Source: an optimization exercise on an open RTL-to-GDS flow (aim: small area, a short achievable clock period and few clock cycles per item). Production flows keep margins and buffers that such runs may drop.
In this exercise RTL edits were held to simulation tests only and were not proved equivalent to the original.
Power figures rest on the tool's default switching activity, not on a simulated workload.

--- design.v ---
`default_nettype none
package dac_cfg_pkg;
    localparam int SAMPLE_W = 10;
    localparam int COE_W    = 10;
    localparam int MAX_COLS = 64;
    localparam int MAX_ROWS = 8;
    localparam int COL_W    = 6;
    localparam int ROW_W    = 3;
    localparam int ACC_W    = 26;
    localparam int DIV_W    = 5;
    localparam int DAC_W    = 10;
    localparam int DAC_MAX  = 1023;
endpackage
`default_nettype wire
`default_nettype none
package dac_bus_pkg;
    typedef struct packed {
        logic        psel;
        logic        penable;
        logic        pwrite;
        logic [15:0] paddr;
        logic [31:0] pwdata;
    } apb_req_t;
    localparam logic [1:0] REGION_CFG = 2'd0;
    localparam logic [1:0] REGION_VEC = 2'd1;
    localparam logic [1:0] REGION_COE = 2'd2;
    localparam logic [1:0] CFG_ROWS = 2'd0;
    localparam logic [1:0] CFG_COLS = 2'd1;
    localparam logic [1:0] CFG_DIV  = 2'd2;
    typedef struct packed {
        logic [1:0]  region;
        logic [11:0] rsvd;
        logic [1:0]  index;
    } cfg_addr_t;
    typedef struct packed {
        logic [1:0] region;
        logic [7:0] rsvd;
        logic [5:0] col;
    } vec_addr_t;
    typedef struct packed {
        logic [1:0] region;
        logic [4:0] rsvd;
        logic [2:0] row;
        logic [5:0] col;
    } coe_addr_t;
    typedef union packed {
        cfg_addr_t cfg;
        vec_addr_t vec;
        coe_addr_t coe;
    } apb_addr_u;
endpackage
`default_nettype wire
`default_nettype none
module sample_ram #(
    parameter int DEPTH = 64,
    parameter int WIDTH = 10
) (
    input  logic                     clk_250MHz,
    input  logic                     wen,
    input  logic [$clog2(DEPTH)-1:0] waddr,
    input  logic [WIDTH-1:0]         wdat,
    input  logic [DEPTH-1:0]         rsel,
    output logic [WIDTH-1:0]         rdat,
    output logic [WIDTH-1:0]         rdat0
);
    logic [DEPTH-1:0][WIDTH-1:0] mem;
    for (genvar i = 0; i < DEPTH; i++) begin : g_word
        always_ff @(posedge clk_250MHz) begin
            if (wen && waddr == i) begin
                mem[i] <= wdat;
            end
        end
    end
    assign rdat0 = mem[0];
    always_comb begin
        rdat = '0;
        for (int i = 0; i < DEPTH; i++) begin
            rdat = rdat | (mem[i] & {WIDTH{rsel[i]}});
        end
    end
endmodule
`default_nettype wire
`default_nettype none
import dac_cfg_pkg::*;
module mac_unit
(
    input  logic                        clk_250MHz,
    input  logic                        rst,
    input  logic                        issue,
    input  logic                        first_in,
    input  logic [SAMPLE_W-1:0]         x_in,
    input  logic [MAX_ROWS*COE_W-1:0]   y_in,
    output logic                        free,
    output logic                        busy,
    output logic                        mid,
    output logic [MAX_ROWS*ACC_W/2-1:0] sums_a,
    output logic [MAX_ROWS*ACC_W/2-1:0] sums_b
);
    localparam int LANES = MAX_ROWS / 2;
    localparam int PROD_W = SAMPLE_W + COE_W;
    logic                   half0;
    logic                   half1;
    logic                   acc0;
    logic                   acc1;
    logic                   first_op;
    logic                   first_acc;
    logic [SAMPLE_W-1:0]    x [LANES];
    logic [LANES*COE_W-1:0] y_lo;
    logic [LANES*COE_W-1:0] y_hi;
    logic [LANES*COE_W-1:0] y_hi2;
    logic [LANES*COE_W-1:0] y_cur;
    assign free = !half0;
    assign busy = half0 || half1 || acc0;
    assign mid  = acc1;
    always_ff @(posedge clk_250MHz) begin
        if (rst) begin
            half0 <= 1'b0;
            half1 <= 1'b0;
            acc0  <= 1'b0;
            acc1  <= 1'b0;
        end else begin
            half0 <= issue;
            half1 <= half0 && !issue;
            acc0  <= half0;
            acc1  <= half1;
        end
    end
    always_ff @(posedge clk_250MHz) begin
        if (issue) begin
            first_op <= first_in;
        end
        y_lo  <= y_in[LANES*COE_W-1:0];
        y_hi  <= y_in[MAX_ROWS*COE_W-1:LANES*COE_W];
        y_hi2 <= y_hi;
        first_acc <= first_op;
    end
    assign y_cur = half1 ? y_hi2 : y_lo;
    for (genvar l = 0; l < LANES; l++) begin : g_lane
        logic [ACC_W-1:0]  acc_a;
        logic [ACC_W-1:0]  acc_b;
        logic [ACC_W-1:0]  base;
        logic [COE_W*PROD_W-1:0] pp;
        logic [PROD_W-1:0] ps;
        logic [PROD_W-1:0] pc;
        logic [PROD_W-1:0] prod_s;
        logic [PROD_W-1:0] prod_c;
        for (genvar i = 0; i < COE_W; i++) begin : g_pp
            assign pp[i*PROD_W +: PROD_W] = y_cur[l*COE_W + i] ? (PROD_W'(x[l]) << i) : '0;
        end
        csa_tree #(.N(COE_W), .W(PROD_W)) tree_i (
            .rows (pp),
            .sum  (ps),
            .cry  (pc)
        );
        always_ff @(posedge clk_250MHz) begin
            if (issue) begin
                x[l] <= x_in;
            end
            prod_s <= ps;
            prod_c <= pc;
        end
        assign base = first_acc ? '0 : acc_a;
        always_ff @(posedge clk_250MHz) begin
            if (acc0 || acc1) begin
                acc_a <= acc_b;
                acc_b <= base + ACC_W'(prod_s) + ACC_W'(prod_c);
            end
        end
        assign sums_a[l*ACC_W +: ACC_W] = acc_a;
        assign sums_b[l*ACC_W +: ACC_W] = acc_b;
    end
endmodule
`default_nettype wire
`default_nettype none
module csa_tree #(
    parameter int N = 10,
    parameter int W = 20
) (
    input  logic [N*W-1:0] rows,
    output logic [W-1:0]   sum,
    output logic [W-1:0]   cry
);
    localparam int G  = N / 3;
    localparam int M1 = N - G;
    logic [M1*W-1:0] nxt;
    for (genvar g = 0; g < G; g++) begin : g_fa
        logic [W-1:0] a;
        logic [W-1:0] b;
        logic [W-1:0] c;
        assign a = rows[(3*g)*W +: W];
        assign b = rows[(3*g+1)*W +: W];
        assign c = rows[(3*g+2)*W +: W];
        assign nxt[(2*g)*W +: W]   = a ^ b ^ c;
        assign nxt[(2*g+1)*W +: W] = ((a & b) | (a & c) | (b & c)) << 1;
    end
    for (genvar k = 0; k < N - 3*G; k++) begin : g_pass
        assign nxt[(2*G+k)*W +: W] = rows[(3*G+k)*W +: W];
    end
    if (M1 <= 2) begin : g_done
        assign sum = nxt[W-1:0];
        assign cry = nxt[M1*W-1 -: W];
    end else begin : g_more
        csa_tree #(.N(M1), .W(W)) next_i (
            .rows (nxt),
            .sum  (sum),
            .cry  (cry)
        );
    end
endmodule
`default_nettype wire
`default_nettype none
import dac_cfg_pkg::*;
module dac_divider
(
    input  logic                       clk_250MHz,
    input  logic                       rst,
    input  logic                       go,
    input  logic                       last,
    input  logic [ROW_W-1:0]           row,
    input  logic [MAX_ROWS*ACC_W/2-1:0] sums_a,
    input  logic [MAX_ROWS*ACC_W/2-1:0] sums_b,
    input  logic                       mid,
    input  logic [DIV_W-1:0]           divisor,
    input  logic [3*(DIV_W+3)-1:0]     neg_div,
    output logic                       done,
    output logic                       dac_en,
    output logic [ROW_W-1:0]           dac_row,
    output logic [DAC_W-1:0]           dac_sample
);
    localparam int SW = DIV_W + 3;
    logic [ACC_W-1:0] dividend;
    logic             use_b;
    logic [1:0]       lane;
    assign use_b    = row[ROW_W-1] || mid;
    assign lane     = row[1:0];
    assign dividend = use_b ? sums_b[lane*ACC_W +: ACC_W] : sums_a[lane*ACC_W +: ACC_W];
    logic [2:1]       v;
    logic [2:1]       lst;
    logic [ROW_W-1:0] rw   [1:2];
    logic [2:1]       sat;
    logic [DIV_W-1:0] rem  [1:2];
    logic [DAC_W-1:0] quo  [1:2];
    logic [DAC_W-1:0] low  [1:2];
    logic [DIV_W-1:0] r_in  [1:3];
    logic [DAC_W-1:0] q_in  [1:3];
    logic [DAC_W-1:0] l_in  [1:3];
    logic [DIV_W-1:0] r_out [1:3];
    logic [DAC_W-1:0] q_out [1:3];
    logic [DAC_W-1:0] l_out [1:3];
    assign r_in[1] = dividend[DAC_W+DIV_W-1:DAC_W];
    assign q_in[1] = '0;
    assign l_in[1] = dividend[DAC_W-1:0];
    for (genvar s = 2; s <= 3; s++) begin : g_in
        assign r_in[s] = rem[s-1];
        assign q_in[s] = quo[s-1];
        assign l_in[s] = low[s-1];
    end
    for (genvar s = 1; s <= 3; s++) begin : g_stage
        localparam int STEPS = (s == 1) ? 1 : 2;
        logic [DIV_W+1:0] t;
        logic [SW-1:0]    d1;
        logic [SW-1:0]    d2;
        logic [SW-1:0]    d3;
        always_comb begin
            r_out[s] = r_in[s];
            q_out[s] = q_in[s];
            l_out[s] = l_in[s];
            for (int i = 0; i < STEPS; i++) begin
                t  = {r_out[s], l_out[s][DAC_W-1:DAC_W-2]};
                d1 = {1'b0, t} + neg_div[0*SW +: SW];
                d2 = {1'b0, t} + neg_div[1*SW +: SW];
                d3 = {1'b0, t} + neg_div[2*SW +: SW];
                l_out[s] = {l_out[s][DAC_W-3:0], 2'b00};
                if (!d3[SW-1]) begin
                    q_out[s] = {q_out[s][DAC_W-3:0], 2'd3};
                    r_out[s] = d3[DIV_W-1:0];
                end else if (!d2[SW-1]) begin
                    q_out[s] = {q_out[s][DAC_W-3:0], 2'd2};
                    r_out[s] = d2[DIV_W-1:0];
                end else if (!d1[SW-1]) begin
                    q_out[s] = {q_out[s][DAC_W-3:0], 2'd1};
                    r_out[s] = d1[DIV_W-1:0];
                end else begin
                    q_out[s] = {q_out[s][DAC_W-3:0], 2'd0};
                    r_out[s] = t[DIV_W-1:0];
                end
            end
        end
    end
    always_ff @(posedge clk_250MHz) begin
        if (rst) begin
            v      <= '0;
            dac_en <= 1'b0;
        end else begin
            v      <= {v[1], go};
            dac_en <= v[2];
        end
        lst <= {lst[1], last};
        sat[1] <= dividend[ACC_W-1:DAC_W] >= (ACC_W-DAC_W)'(divisor);
        rw[1]  <= row;
        sat[2] <= sat[1];
        rw[2]  <= rw[1];
        for (int s = 1; s <= 2; s++) begin
            rem[s] <= r_out[s];
            quo[s] <= q_out[s];
            low[s] <= l_out[s];
        end
        dac_row    <= rw[2];
        dac_sample <= sat[2] ? DAC_W'(DAC_MAX) : q_out[3];
    end
    assign done = v[2] && lst[2];
endmodule
`default_nettype wire
`default_nettype none
import dac_cfg_pkg::*;
module mvm_ctrl
(
    input  logic                clk_250MHz,
    input  logic                rst,
    input  logic                trg,
    input  logic [ROW_W:0]      num_rows,
    input  logic [COL_W:0]      num_cols,
    input  logic                req_vec,
    input  logic                req_coe,
    input  logic [COL_W-1:0]    req_col,
    input  logic                cols_wr,
    input  logic                now_vec,
    input  logic                now_coe,
    input  logic [COL_W-1:0]    now_col,
    input  logic                mac_free,
    input  logic                mac_busy,
    input  logic                div_done,
    output logic [MAX_COLS-1:0] rd_sel,
    output logic                now_hit,
    output logic                restart,
    output logic                first_op,
    output logic                issue,
    output logic                out_go,
    output logic [ROW_W-1:0]    out_row,
    output logic                out_last,
    output logic                busy
);
    logic [COL_W:0]   sweep;
    logic [COL_W:0]   cols_eff;
    logic [ROW_W-1:0] rows_last;
    logic             first;
    logic             sent;
    logic             commit;
    logic             drained;
    logic             rd_hit;
    assign cols_eff  = (num_cols == '0 || num_cols > (COL_W+1)'(MAX_COLS))
                       ? (COL_W+1)'(MAX_COLS) : num_cols;
    assign rows_last = (num_rows == '0 || num_rows > (ROW_W+1)'(MAX_ROWS))
                       ? ROW_W'(MAX_ROWS - 1) : ROW_W'(num_rows - 1'b1);
    assign commit   = req_vec || req_coe;
    assign restart  = cols_wr || ((now_vec || now_coe) && ({1'b0, now_col} < sweep));
    assign issue    = !rst && (restart || (mac_free && sweep < cols_eff && !(commit && rd_hit)));
    assign rd_hit   = req_col == sweep[COL_W-1:0];
    assign now_hit  = restart ? (now_col == '0) : (now_col == sweep[COL_W-1:0]);
    assign first_op = restart || first;
    always_ff @(posedge clk_250MHz) begin
        if (rst) begin
            first     <= 1'b1;
            sweep     <= '0;
            rd_sel    <= MAX_COLS'(1);
        end else begin
            if (issue) begin
                first  <= 1'b0;
                sweep  <= restart ? (COL_W+1)'(1) : sweep + 1'b1;
                rd_sel <= restart ? MAX_COLS'(2) : {rd_sel[MAX_COLS-2:0], 1'b0};
            end
        end
    end
    assign drained  = !commit && !mac_busy && (sweep >= cols_eff);
    assign out_go   = busy && !sent && drained;
    assign out_last = out_row == rows_last;
    always_ff @(posedge clk_250MHz) begin
        if (rst) begin
            busy    <= 1'b0;
            sent    <= 1'b0;
            out_row <= '0;
        end else begin
            if (!busy) begin
                busy    <= trg;
                sent    <= 1'b0;
                out_row <= '0;
            end else begin
                if (out_go) begin
                    out_row <= out_row + 1'b1;
                    if (out_last) begin
                        sent <= 1'b1;
                    end
                end
                if (div_done) begin
                    busy <= 1'b0;
                end
            end
        end
    end
endmodule
`default_nettype wire
`default_nettype none
import dac_cfg_pkg::*;
import dac_bus_pkg::*;
module apb_loader
(
    input  logic                   clk_250MHz,
    input  logic                   rst,
    input  dac_bus_pkg::apb_req_t  apb,
    input  logic                   engine_idle,
    output logic [31:0]            prdata,
    output logic                   pready,
    output logic                   pslverr,
    output logic                   req_vec,
    output logic                   req_coe,
    output logic [ROW_W-1:0]       req_row,
    output logic [COL_W-1:0]       req_col,
    output logic [SAMPLE_W-1:0]    req_dat,
    output logic                   cols_wr,
    output logic                   now_vec,
    output logic                   now_coe,
    output logic [ROW_W-1:0]       now_row,
    output logic [COL_W-1:0]       now_col,
    output logic [SAMPLE_W-1:0]    now_dat,
    output logic [ROW_W:0]         num_rows,
    output logic [COL_W:0]         num_cols,
    output logic [DIV_W-1:0]       divisor,
    output logic [3*(DIV_W+3)-1:0] neg_div
);
    dac_bus_pkg::apb_addr_u  addr;
    logic [1:0] region;
    logic       bad_addr;
    logic       wr;
    assign addr     = apb.paddr;
    assign region   = addr.cfg.region;
    assign bad_addr = (region == 2'd3) || (region == REGION_CFG && addr.cfg.index == 2'd3);
    assign pready  = apb.psel && apb.penable && engine_idle;
    assign pslverr = pready && bad_addr;
    assign wr      = pready && apb.pwrite && !bad_addr;
    assign cols_wr = wr && region == REGION_CFG && addr.cfg.index == CFG_COLS;
    assign now_vec = wr && region == REGION_VEC;
    assign now_coe = wr && region == REGION_COE;
    assign now_row = addr.coe.row;
    assign now_col = addr.coe.col;
    assign now_dat = apb.pwdata[SAMPLE_W-1:0];
    always_comb begin
        prdata = '0;
        if (region == REGION_CFG) begin
            case (addr.cfg.index)
                CFG_ROWS: prdata = 32'(num_rows);
                CFG_COLS: prdata = 32'(num_cols);
                CFG_DIV:  prdata = 32'(divisor);
                default:  prdata = '0;
            endcase
        end
    end
    logic [DIV_W+2:0] div1;
    logic [DIV_W+2:0] div2;
    assign div1 = (DIV_W+3)'(apb.pwdata[DIV_W-1:0]);
    assign div2 = {div1[DIV_W+1:0], 1'b0};
    always_ff @(posedge clk_250MHz) begin
        if (rst) begin
            neg_div <= {-(DIV_W+3)'(3), -(DIV_W+3)'(2), -(DIV_W+3)'(1)};
        end else if (wr && region == REGION_CFG && addr.cfg.index == CFG_DIV) begin
            neg_div <= {-(div1 + div2), -div2, -div1};
        end
    end
    always_ff @(posedge clk_250MHz) begin
        if (rst) begin
            num_rows <= {{ROW_W{1'b0}}, 1'b1};
            num_cols <= {{COL_W{1'b0}}, 1'b1};
            divisor  <= {{(DIV_W-1){1'b0}}, 1'b1};
        end else if (wr && region == REGION_CFG) begin
            case (addr.cfg.index)
                CFG_ROWS: num_rows <= apb.pwdata[ROW_W:0];
                CFG_COLS: num_cols <= apb.pwdata[COL_W:0];
                CFG_DIV:  divisor  <= apb.pwdata[DIV_W-1:0];
                default:  ;
            endcase
        end
    end
    always_ff @(posedge clk_250MHz) begin
        if (rst) begin
            req_vec <= 1'b0;
            req_coe <= 1'b0;
        end else begin
            req_vec <= wr && region == REGION_VEC;
            req_coe <= wr && region == REGION_COE;
        end
    end
    always_ff @(posedge clk_250MHz) begin
        req_row <= addr.coe.row;
        req_col <= addr.coe.col;
        req_dat <= apb.pwdata[SAMPLE_W-1:0];
    end
endmodule
`default_nettype wire
`default_nettype none
import dac_cfg_pkg::*;
import dac_bus_pkg::*;
module matrix_dac_top
(
    input  logic          clk_250MHz,
    input  logic          rst,
    input  logic          trg,
    input  logic          psel,
    input  logic          penable,
    input  logic          pwrite,
    input  logic [15:0]   paddr,
    input  logic [31:0]   pwdata,
    output logic [31:0]   prdata,
    output logic          pready,
    output logic          pslverr,
    output logic [1:0]    state,
    output logic          dac_en,
    output logic [2:0]    dac_row,
    output logic [9:0]    dac_sample
);
    dac_bus_pkg::apb_req_t apb;
    assign apb.psel    = psel;
    assign apb.penable = penable;
    assign apb.pwrite  = pwrite;
    assign apb.paddr   = paddr;
    assign apb.pwdata  = pwdata;
    logic                        busy;
    logic                        req_vec;
    logic                        req_coe;
    logic [ROW_W-1:0]            req_row;
    logic [COL_W-1:0]            req_col;
    logic [SAMPLE_W-1:0]         req_dat;
    logic                        cols_wr;
    logic                        now_vec;
    logic                        now_coe;
    logic [ROW_W-1:0]            now_row;
    logic [COL_W-1:0]            now_col;
    logic [SAMPLE_W-1:0]         now_dat;
    logic                        now_hit;
    logic [ROW_W:0]              num_rows;
    logic [COL_W:0]              num_cols;
    logic [DIV_W-1:0]            divisor;
    logic [3*(DIV_W+3)-1:0]      neg_div;
    logic [MAX_COLS-1:0]         rd_sel;
    logic [SAMPLE_W-1:0]         vec_rdat;
    logic [MAX_ROWS*COE_W-1:0]   coe_rdat;
    logic [SAMPLE_W-1:0]         vec_rdat0;
    logic [MAX_ROWS*COE_W-1:0]   coe_rdat0;
    logic [SAMPLE_W-1:0]         vec_col;
    logic [MAX_ROWS*COE_W-1:0]   coe_col;
    logic                        restart;
    logic                        first_op;
    logic                        issue;
    logic                        mac_free;
    logic                        mac_busy;
    logic                        mac_mid;
    logic [SAMPLE_W-1:0]         mac_x;
    logic [MAX_ROWS*COE_W-1:0]   mac_y;
    logic [MAX_ROWS*ACC_W/2-1:0] sums_a;
    logic [MAX_ROWS*ACC_W/2-1:0] sums_b;
    logic                        out_go;
    logic [ROW_W-1:0]            out_row;
    logic                        out_last;
    logic                        div_done;
    assign state = {1'b0, busy};
    apb_loader loader_i (
        .clk_250MHz  (clk_250MHz),
        .rst         (rst),
        .apb         (apb),
        .engine_idle (!busy),
        .prdata      (prdata),
        .pready      (pready),
        .pslverr     (pslverr),
        .req_vec     (req_vec),
        .req_coe     (req_coe),
        .req_row     (req_row),
        .req_col     (req_col),
        .req_dat     (req_dat),
        .cols_wr     (cols_wr),
        .now_vec     (now_vec),
        .now_coe     (now_coe),
        .now_row     (now_row),
        .now_col     (now_col),
        .now_dat     (now_dat),
        .num_rows    (num_rows),
        .num_cols    (num_cols),
        .divisor     (divisor),
        .neg_div     (neg_div)
    );
    sample_ram #(.DEPTH(MAX_COLS), .WIDTH(SAMPLE_W)) vec_ram_i (
        .clk_250MHz (clk_250MHz),
        .wen        (req_vec),
        .waddr      (req_col),
        .wdat       (req_dat),
        .rsel       (rd_sel),
        .rdat       (vec_rdat),
        .rdat0      (vec_rdat0)
    );
    for (genvar r = 0; r < MAX_ROWS; r++) begin : g_coe
        sample_ram #(.DEPTH(MAX_COLS), .WIDTH(COE_W)) coe_ram_i (
            .clk_250MHz (clk_250MHz),
            .wen        (req_coe && req_row == ROW_W'(r)),
            .waddr      (req_col),
            .wdat       (req_dat),
            .rsel       (rd_sel),
            .rdat       (coe_rdat[r*COE_W +: COE_W]),
            .rdat0      (coe_rdat0[r*COE_W +: COE_W])
        );
    end
    assign vec_col = restart ? vec_rdat0 : vec_rdat;
    assign coe_col = restart ? coe_rdat0 : coe_rdat;
    assign mac_x   = (now_vec && now_hit) ? now_dat : vec_col;
    for (genvar r = 0; r < MAX_ROWS; r++) begin : g_byp
        assign mac_y[r*COE_W +: COE_W] =
            (now_coe && now_hit && now_row == ROW_W'(r)) ? now_dat : coe_col[r*COE_W +: COE_W];
    end
    mvm_ctrl ctrl_i (
        .clk_250MHz (clk_250MHz),
        .rst        (rst),
        .trg        (trg),
        .num_rows   (num_rows),
        .num_cols   (num_cols),
        .req_vec    (req_vec),
        .req_coe    (req_coe),
        .req_col    (req_col),
        .cols_wr    (cols_wr),
        .now_vec    (now_vec),
        .now_coe    (now_coe),
        .now_col    (now_col),
        .mac_free   (mac_free),
        .mac_busy   (mac_busy),
        .div_done   (div_done),
        .rd_sel     (rd_sel),
        .now_hit    (now_hit),
        .restart    (restart),
        .first_op   (first_op),
        .issue      (issue),
        .out_go     (out_go),
        .out_row    (out_row),
        .out_last   (out_last),
        .busy       (busy)
    );
    mac_unit mac_i (
        .clk_250MHz (clk_250MHz),
        .rst        (rst),
        .issue      (issue),
        .first_in   (first_op),
        .x_in       (mac_x),
        .y_in       (mac_y),
        .free       (mac_free),
        .busy       (mac_busy),
        .mid        (mac_mid),
        .sums_a     (sums_a),
        .sums_b     (sums_b)
    );
    dac_divider div_i (
        .clk_250MHz (clk_250MHz),
        .rst        (rst),
        .go         (out_go),
        .last       (out_last),
        .row        (out_row),
        .sums_a     (sums_a),
        .sums_b     (sums_b),
        .mid        (mac_mid),
        .divisor    (divisor),
        .neg_div    (neg_div),
        .done       (div_done),
        .dac_en     (dac_en),
        .dac_row    (dac_row),
        .dac_sample (dac_sample)
    );
endmodule
`default_nettype wire
--- run.sh ---
#!/bin/bash
# synth_recipe.tcl (not shown) runs the flow's synth.tcl, then flattens the netlist and writes it again
# the make line also repeats each setting of config.mk as NAME=value (left out here)
make -C /OpenROAD-flow-scripts/flow DESIGN_CONFIG=/design/flow/config.mk WORK_HOME=/design/flow/orfs CLKGATE_MAP_FILE= SYNTH_SCRIPT=/design/flow/synth_recipe.tcl finish
--- config.mk ---
export PLATFORM = sky130hd
export DESIGN_NAME = matrix_dac_top
export DESIGN_NICKNAME = matrix_dac_top
export VERILOG_FILES = /design/flow/design.v
export SDC_FILE = /design/flow/constraint.sdc
export NUM_CORES = 4
export LEC_CHECK = 0
export CAP_MARGIN = 30
export CORE_MARGIN = 2
export CORE_UTILIZATION = 30
export CTS_BUF_LIST = sky130_fd_sc_hd__clkbuf_16
export CTS_CLUSTER_DIAMETER = 80
export CTS_CLUSTER_SIZE = 24
export PLACE_DENSITY = 0.5
export SETUP_SLACK_MARGIN = 5
export SLEW_MARGIN = 40
export SYNTH_MEMORY_MAX_BITS = 8192
--- constraint.sdc ---
create_clock -name core_clock -period 10.0 [get_ports {clk_250MHz}]
set_input_delay 2.0000 -clock core_clock [delete_from_list [all_inputs] [get_ports {clk_250MHz}]]
set_output_delay 2.0000 -clock core_clock [all_outputs]
set_load 0.01 [all_outputs]
==> flow_metrics.py, run 1 <==
metrics = {
    "outcome": {
        "outcome": "finished clean",
    },
    "detailed_routing": {
        "firstDrtPassIters": 8,
        "vias_per_cell": 6.09,
        "routed_wl_um": 1100000,
        "vias": 158000,
        "dr.first_iter.drc_count": 29800,
        "post-route-drc-count": 0,
        "antenna_left": 0,
        "routedWlPerCell_um": 42.7,
    },
    "timing": {
        "hold_slack_ns": 0.309,
        "period_minus_slack_ns": 5.02,
        "clock.fmax_mhz": 199,
        "finalSetupViolCount": 0,
        "worstMarginPinSlew_ns": 1.02,
        "slew_headroom_pct": 32.0,
        "fin_crit_sh_pct": 50.2,
        "rsz0062_at_grt": "yes",
        "hold_viol": 0,
        "setup_tns_ns": 0,
        "clock_skew_ns": 0.101,
        "timing.final.max_slew_violations": 0,
    },
    "hold_path": {
        "hold_depth": 0,
        "hold_path.class": "reg -> reg",
    },
    "pwr": {
        "power.density_nw_per_um2": 226,
        "ir_worst_vdd_mv": 0.200,
        "p_leak_uw": 0.0900,
    },
    "finish": {
        "multi_input_area_um2": 57700,
        "fin_cells": 25900,
        "nets": 15400,
        "regArea_um2": 189000,
        "utilization_pct": 33.9,
        "drive_gt1_share_pct": 13.6,
        "syn2layout_area_growth_pct": 12.8,
        "num-fill-cells": 78400,
    },
    "grt": {
        "grt_overflow": 0,
        "grt_antenna_before_repair": 105,
        "grt_usage_pct": 25.4,
        "grt_pass1_wl_um": 1430000,
        "grt_max_degree": 176,
        "grt_pass1_vias": 144000,
    },
    "placed_design": {
        "post-place-cells": 25200,
        "dp_hpwl_um": 662000,
        "portBuffers": 50,
        "place_congestion": 0.904,
    },
    "worst_setup_path": {
        "cp_cell_sequence": "buf_4 > mux2i_1 > nor2_1 > a21oi_1 > nor3_2 > dlygate4sd2_1",
        "cp_num_buf_inv": 2,
        "crit_fanout": 12,
        "r2r_slack_ns": 5.19,
        "max_stage_delay_ns": 0.29,
        "crit_family": "buffers and inverters",
        "cp_data_required_time_ns": 8.00,
        "cp.depth": 6,
        "critPathArrivalTime_ns": 3.02,
        "worstSetupPathType": "in -> out",
        "cp_slowest_cell": "dlygate4sd2_1",
        "end_kind": "primary output",
        "reg2regPathDepth": 12,
        "critPathLaunchType": "primary input",
    },
    "synthesis": {
        "synth_area_um2": 249000,
        "synth_seq_cells": 6420,
        "synth_cells": 14200,
        "ys.warnings.count": 16,
        "yosys.cell_types.count": 87,
        "synth_top_area_share_pct": 72.1,
        "synthArstFlopShare_pct": 0,
        "synth_top_cells_by_count": "5979 x edfxtp_1, 1422 x a22o_1, 1421 x a221oi_1",
        "ys_seq_area_share_pct": 75.7,
        "synth_top_area_cell": "edfxtp_1",
        "synth.most_common_cell": "edfxtp_1",
        "synth_area_leaders": "edfxtp_1 72%, a22o_1 5.0%, a221oi_1 5.0%",
        "synth_edf_count": 5979,
        "synth_top_flop_cell": "edfxtp_1",
        "avgSynthCellArea_um2": 17.5,
    },
    "floorplan": {
        "core.rowCount": 334,
        "start_util_pct": 30.1,
        "io_pins": 104,
        "core_um2": 827000,
        "die_y_um": 915,
        "die_x_um": 915,
        "die-area_um2": 837000,
    },
    "flow_run": {
        "drv_cap": 0,
    },
    "clock_tree": {
        "clk_pin_slew_worst_paths_ns": 0.10,
        "cts_tree": "yes",
        "insertion_delay_ns": 1.12,
        "h-tree-depth": 5,
        "cts_inserted_buffers": 353,
        "clockBufferDepth": 4,
        "cts.sinks": 6420,
        "cts_root_buf": "clkbuf_16",
        "hold_buffers": 0,
    },
}
[area by class of cell]
cell class	instances	share of cell area, %
diodes	49	0.0437
clock buffers	361	3.22
clock inverters	252	0.806
inverters	317	0.424
multi-input cells	6663	20.6
flip-flops and latches	6420	67.2
well taps	10900	4.87
repair buffers	897	2.88
[state kept, by name (all words and copies together) (netlist names), 56 cells and up]
signal,cells
g_coe.coe_ram_i.mem,5120
vec_ram_i.mem,640
mac_i.g_lane.acc_a,104
mac_i.g_lane.acc_b,104
mac_i.g_lane.prod_s,76
ctrl_i.rd_sel,64
mac_i.g_lane.prod_c,56
[report_power, final]
group | switching (uW) | leakage [uW] | internal [uW]
logic | 8990 | 0.0268 | 5960
clock network | 9580 | 0.00574 | 7150
registers | 938 | 0.0575 | 30700
[what timing repair did]
item / in CTS / in global routing
setup buffers: 2 / 7
setup endpoints to repair: 64 / 26
resized for setup: 49 / 26
pin swaps: 1 / 4
hold endpoints to repair: 0 / 0
[stage by stage]
stage / worst slack, ns / total power (uW) / cell area [um2]
floorplan: 5.02 / 41700 / 249000
global placement: 3.69 / 47100 / 267000
finish: 4.98 / 63300 / 281000
CTS: 4.96 / 63500 / 280000
global route: 4.92 / 66400 / 281000
detailed placement: 3.71 / 47300 / 269000
[final timing paths]
check / startpoint / end
hold / removal: mac_i.y_hi[14]$_DFF_P_ / mac_i.y_hi2[14]$_DFF_P_
setup / recovery: paddr[1] / prdata[3]
hold reg to reg: mac_i.y_hi[14]$_DFF_P_ / mac_i.y_hi2[14]$_DFF_P_
setup reg to reg: mac_i.half1$_SDFF_PP0_ / mac_i.g_lane[1].prod_s[12]$_DFF_P_
[cell families (layout without fill, tap and decap cells)]
kind of cell | Yosys count | in the layout | synth area share [%]
AO/OA/AOI/OAI | 3283 | 3283 | 11.2
XOR/XNOR | 158 | 158 | 0.562
adder cells (fa/ha/maj) | 677 | 677 | 4.43
buffers and inverters | 1173 | 1827 | 2.06
flip-flops | 6420 | 6420 | 75.7
multiplexers | 363 | 363 | 1.67
other | 1 | 75 | 0.00151
AND/OR/NAND/NOR | 2156 | 2156 | 4.41
[worst register-to-register path, delay by kind of cell (launching register included)]
family / cells / cell delay (ns)
buffers and inverters: 5 / 1.24
muxes: 1 / 0.32
adders and majority gates: 5 / 2.47
DFF: 1 / 0.51
and+or+nand+nor: 1 / 0.14
[routing by layer]
layer  vias to the layer above  track usage, %  wire [um]
met4                        40            12.6      68600
met5                         -               0        326
met1                     84400            33.5     411000
li1                      58700               -          -
met2                     12100            38.5     483000
met3                      2429            7.06     142000
[cell usage in the layout, fill, tap and decap left out, drive strengths merged, types with 29 or more instances in the layout]
master / synthesis / routed
a21o: 56 / 56
a21oi: 145 / 145
a221oi: 1426 / 1426
a22o: 1422 / 1422
a22oi: 41 / 41
and2: 95 / 95
buf: 442 / 851
clkbuf: 414 / 366
clkdlybuf4s50: 0 / 36
clkinv: 4 / 91
dfxtp: 441 / 441
diode: 0 / 49
edfxtp: 5979 / 5979
fa: 341 / 341
ha: 336 / 336
inv: 313 / 446
mux2: 80 / 80
mux2i: 253 / 253
mux4: 30 / 30
nand2: 251 / 251
nand2b: 42 / 42
nand3: 50 / 50
nand4: 380 / 380
nor2: 766 / 766
nor2b: 355 / 355
nor3: 53 / 53
nor4: 29 / 29
o21ai: 70 / 70
or4: 88 / 88
xnor2: 118 / 118
xor2: 40 / 40
Testbench counts, summed over its fixed seeds: cycles 9,869, runs 96.
==> run 2, diff against run 1 <==
--- a/config.mk
+++ b/config.mk
@@ -9,3 +9,3 @@
 export CORE_MARGIN = 2
-export CORE_UTILIZATION = 30
+export CORE_UTILIZATION = 40
 export CTS_BUF_LIST = sky130_fd_sc_hd__clkbuf_16
@@ -13,3 +13,3 @@
 export CTS_CLUSTER_SIZE = 24
-export PLACE_DENSITY = 0.5
+export PLACE_DENSITY = 0.6
 export SETUP_SLACK_MARGIN = 5
==> run 2 against run 1 <==
Effect of this change: via count rose by 0.50%; cell area fell by 1.8%; synthesized cell count did not move; critical endpoint is now prdata[1]; clock skew rose by 0.026 ns; register-to-register slack got worse by 0.06 ns; area after synthesis did not move; clock-buffer cell count fell by 27; critical path type unchanged; sequential power barely moved; sequential share of layout area rose by 1.2 points.
==> flow_metrics.py, run 2 <==
metrics = {
    "clock_tree": {
        "clk_pin_slew_worst_paths_ns": 0.10,
        "cts_root_buf": "clkbuf_16",
        "insertion_delay_ns": 1.14,
        "h-tree-depth": 5,
        "clockBufferDepth": 4,
        "cts_inserted_buffers": 327,
        "cts_tree": "yes",
        "cts.sinks": 6420,
    },
    "worst_setup_path": {
        "critPathCapture": "prdata[1]",
        "cp_data_required_time_ns": 8.00,
        "crit_fanout": 5,
        "r2r-end": "mac_i.g_lane[0].prod_s[12]$_DFF_P_",
        "r2r_slack_ns": 5.13,
        "critPathLaunch": "paddr[1]",
        "critPathArrivalTime_ns": 3.10,
        "end_kind": "primary output",
        "timing.rr.start": "mac_i.half1$_SDFF_PP0_",
        "worstSetupPathType": "in -> out",
        "reg2regPathDepth": 11,
        "critPathLaunchType": "primary input",
    },
    "placed_design": {
        "dp_hpwl_um": 602000,
        "portBuffers": 50,
        "place_congestion": 0.926,
        "post-place-cells": 22400,
    },
    "grt": {
        "grt_overflow": 0,
        "grt_pass1_vias": 143000,
        "grt_pass1_wl_um": 1330000,
        "grt_antenna_before_repair": 107,
        "grt_usage_pct": 31.5,
        "grt_max_degree": 200,
    },
    "floorplan": {
        "die-area_um2": 628000,
        "core.rowCount": 289,
        "io_pins": 104,
        "start_util_pct": 40.2,
        "die_x_um": 793,
        "core_um2": 620000,
        "die_y_um": 793,
    },
    "synthesis": {
        "synth_edf_count": 5979,
        "synth_top_flop_cell": "edfxtp_1",
        "yosys.cell_types.count": 87,
        "ys.warnings.count": 16,
        "synth_top_cells_by_count": "5979 x edfxtp_1, 1422 x a22o_1, 1421 x a221oi_1",
        "ys_seq_area_share_pct": 75.7,
        "synth_cells": 14200,
        "synth_seq_cells": 6420,
        "synth_area_um2": 249000,
        "synth_top_area_cell": "edfxtp_1",
        "synth.most_common_cell": "edfxtp_1",
        "synth_top_area_share_pct": 72.1,
        "synthArstFlopShare_pct": 0,
        "avgSynthCellArea_um2": 17.5,
        "synth_area_leaders": "edfxtp_1 72%, a22o_1 5.0%, a221oi_1 5.0%",
    },
    "finish": {
        "regArea_um2": 189000,
        "largest_reg_flops": 5120,
        "reg_top3": "g_coe.coe_ram_i.mem: 5120 flops, vec_ram_i.mem: 640 flops",
        "drive_gt1_share_pct": 12.5,
        "top_register": "g_coe.coe_ram_i.mem",
        "layout_commonest_cell": "edfxtp_1",
        "nets": 15200,
        "num-fill-cells": 53400,
        "multi_input_area_um2": 58600,
        "syn2layout_area_growth_pct": 10.8,
        "fin_cells": 23000,
        "mostFrequentLayoutCells": "5979 x edfxtp_1, 1422 x a22o_1, 1417 x a221oi_1",
    },
    "timing": {
        "hold_slack_ns": 0.316,
        "rsz0062_at_grt": "yes",
        "fin_crit_sh_pct": 51.0,
        "clock.fmax_mhz": 196,
        "timing.final.max_slew_violations": 0,
        "hold_viol": 0,
        "worstMarginPinSlew_ns": 1.12,
        "period_minus_slack_ns": 5.10,
        "clock_skew_ns": 0.126,
        "setup_tns_ns": 0,
        "slew_headroom_pct": 25.1,
        "finalSetupViolCount": 0,
    },
    "pwr": {
        "p_total_uw": 61800,
        "ir_worst_vdd_mv": 0.262,
        "p_leak_uw": 0.0888,
        "power.density_nw_per_um2": 224,
    },
    "hold_path": {
        "hold_path.class": "reg -> reg",
    },
    "detailed_routing": {
        "firstDrtPassIters": 7,
        "antenna_left": 0,
        "vias": 158000,
        "routedWlPerCell_um": 44.3,
        "vias_per_cell": 6.88,
        "post-route-drc-count": 0,
        "routed_wl_um": 1020000,
        "dr.first_iter.drc_count": 34500,
    },
    "flow_run": {
        "drv_cap": 0,
    },
    "outcome": {
        "outcome": "finished clean",
    },
}
-- run 2: cell counts after synthesis --
Identical to the previous run, type by type.
-- run 2: layout make-up --
cell class	count	area share, %
Sequential cell	6420	68.4
Inverter	317	0.433
Clock inverter	207	0.555
Multi-Input combinational cell	6663	21.3
Clock buffer	334	3.03
Tap cell	8293	3.76
Antenna cell	81	0.0735
Timing Repair Buffer	730	2.47
-- run 2: cells by family after synthesis --
logic type      synth area share (%)
flops                           75.7
compound gates                  11.2
simple gates                    4.41
buf+inv                         2.06
fa+ha+maj                       4.43
mux                             1.67
xor+xnor                       0.562
other cells                  0.00151
-- run 2: critical path, stage by stage --
cell and delay [ns]:
buf_16 0.12, mux2i_1 0.12, nor2_1 0.13, a21oi_2 0.07, nor3_4 0.36, buf_6 0.18
buf_6 0.10
-- run 2: metrics by stage --
stage	util (%)	instance area (um2)	setup slack [ns]
floorplan	-	249000	5.02
global placement	42.3	262000	2.62
detailed placement	42.7	265000	3.01
CTS	44.4	275000	4.77
global route	44.5	276000	4.84
finish	44.5	276000	4.90
-- run 2: how the worst min path moves through the flow --
stage,from,endpoint,slack [ns],cells after the start
detailed placement,mac_i.y_hi[19]$_DFF_P_,mac_i.y_hi2[19]$_DFF_P_,0.31,0
global placement,mac_i.y_hi[19]$_DFF_P_,mac_i.y_hi2[19]$_DFF_P_,0.31,0
finish,mac_i.y_hi[19]$_DFF_P_,mac_i.y_hi2[19]$_DFF_P_,0.32,0
floorplan,div_i.rw[2][0]$_DFF_P_,div_i.dac_row[0]$_DFF_P_,0.31,0
global route,mac_i.y_hi[12]$_DFF_P_,mac_i.y_hi2[12]$_DFF_P_,0.32,0
CTS,mac_i.y_hi[19]$_DFF_P_,mac_i.y_hi2[19]$_DFF_P_,0.32,0
-- run 2: power breakdown --
| group | internal [uW] | switching (uW) | leakage [uW] |
|---|---|---|---|
| clock network | 6290 | 9090 | 0.00525 |
| logic | 5860 | 8840 | 0.0261 |
| registers | 30700 | 970 | 0.0575 |
| total | 42900 | 18900 | 0.0888 |
-- run 2: per-layer routing --
| layer | routed length (um) | vias up | track usage [%] |
|---|---|---|---|
| li1 | - | 58300 | - |
| met1 | 342000 | 81400 | 40.0 |
| met2 | 431000 | 15400 | 45.5 |
| met3 | 169000 | 3329 | 12.3 |
| met4 | 77500 | 80 | 18.9 |
| met5 | 528 | - | 0 |
-- run 2: what timing repair did --
| item | 4_1_cts | 5_1_grt |
|---|---|---|
| setup endpoints to repair | 15 | 22 |
| cloned | 1 | 0 |
| resized for setup | 117 | 11 |
| buffers inserted | 13 | 1 |
| hold buffers | 0 | 0 |
| pin swaps | 16 | 10 |

## port drivers added, routing unchanged
How much do the figures lean on ideal ports? The routed layouts below were timed once more, with nothing changed but the port constraints.
Step 1 (the two cells are an assumption about what drives the block):
set clk [get_ports {clk_250MHz}]
set_driving_cell -lib_cell sky130_fd_sc_hd__clkbuf_16 $clk
set_driving_cell -lib_cell sky130_fd_sc_hd__buf_2 [delete_from_list [all_inputs] $clk]
Step 2 moves the port delays by t, midway between the first and last clock arrival at a register: inputs arrive t later, outputs are due t later. That takes back most of the time a late clock gives input paths.
a / b / c = no drivers / after step 1 / after step 2; a / b = the first two.
run | t, ns | setup WS [ns] | clock arrival spread, ns | slew at the worst register clock pin (ns) | cell pins on the clock port's net
run 1 | 1.220 | 4.978 / 4.949 / 4.082 | 0.120 / 0.120 | 0.11 / 0.11 | 1
run 2 | 1.222 | 4.896 / 4.773 / 4.363 | 0.142 / 0.142 | 0.11 / 0.11 | 1
After both steps setup and hold are still met in every run listed. For run 1, which loses most, drivers alone change the setup slack by -0.029 ns; drivers and shift together by -0.896 ns.
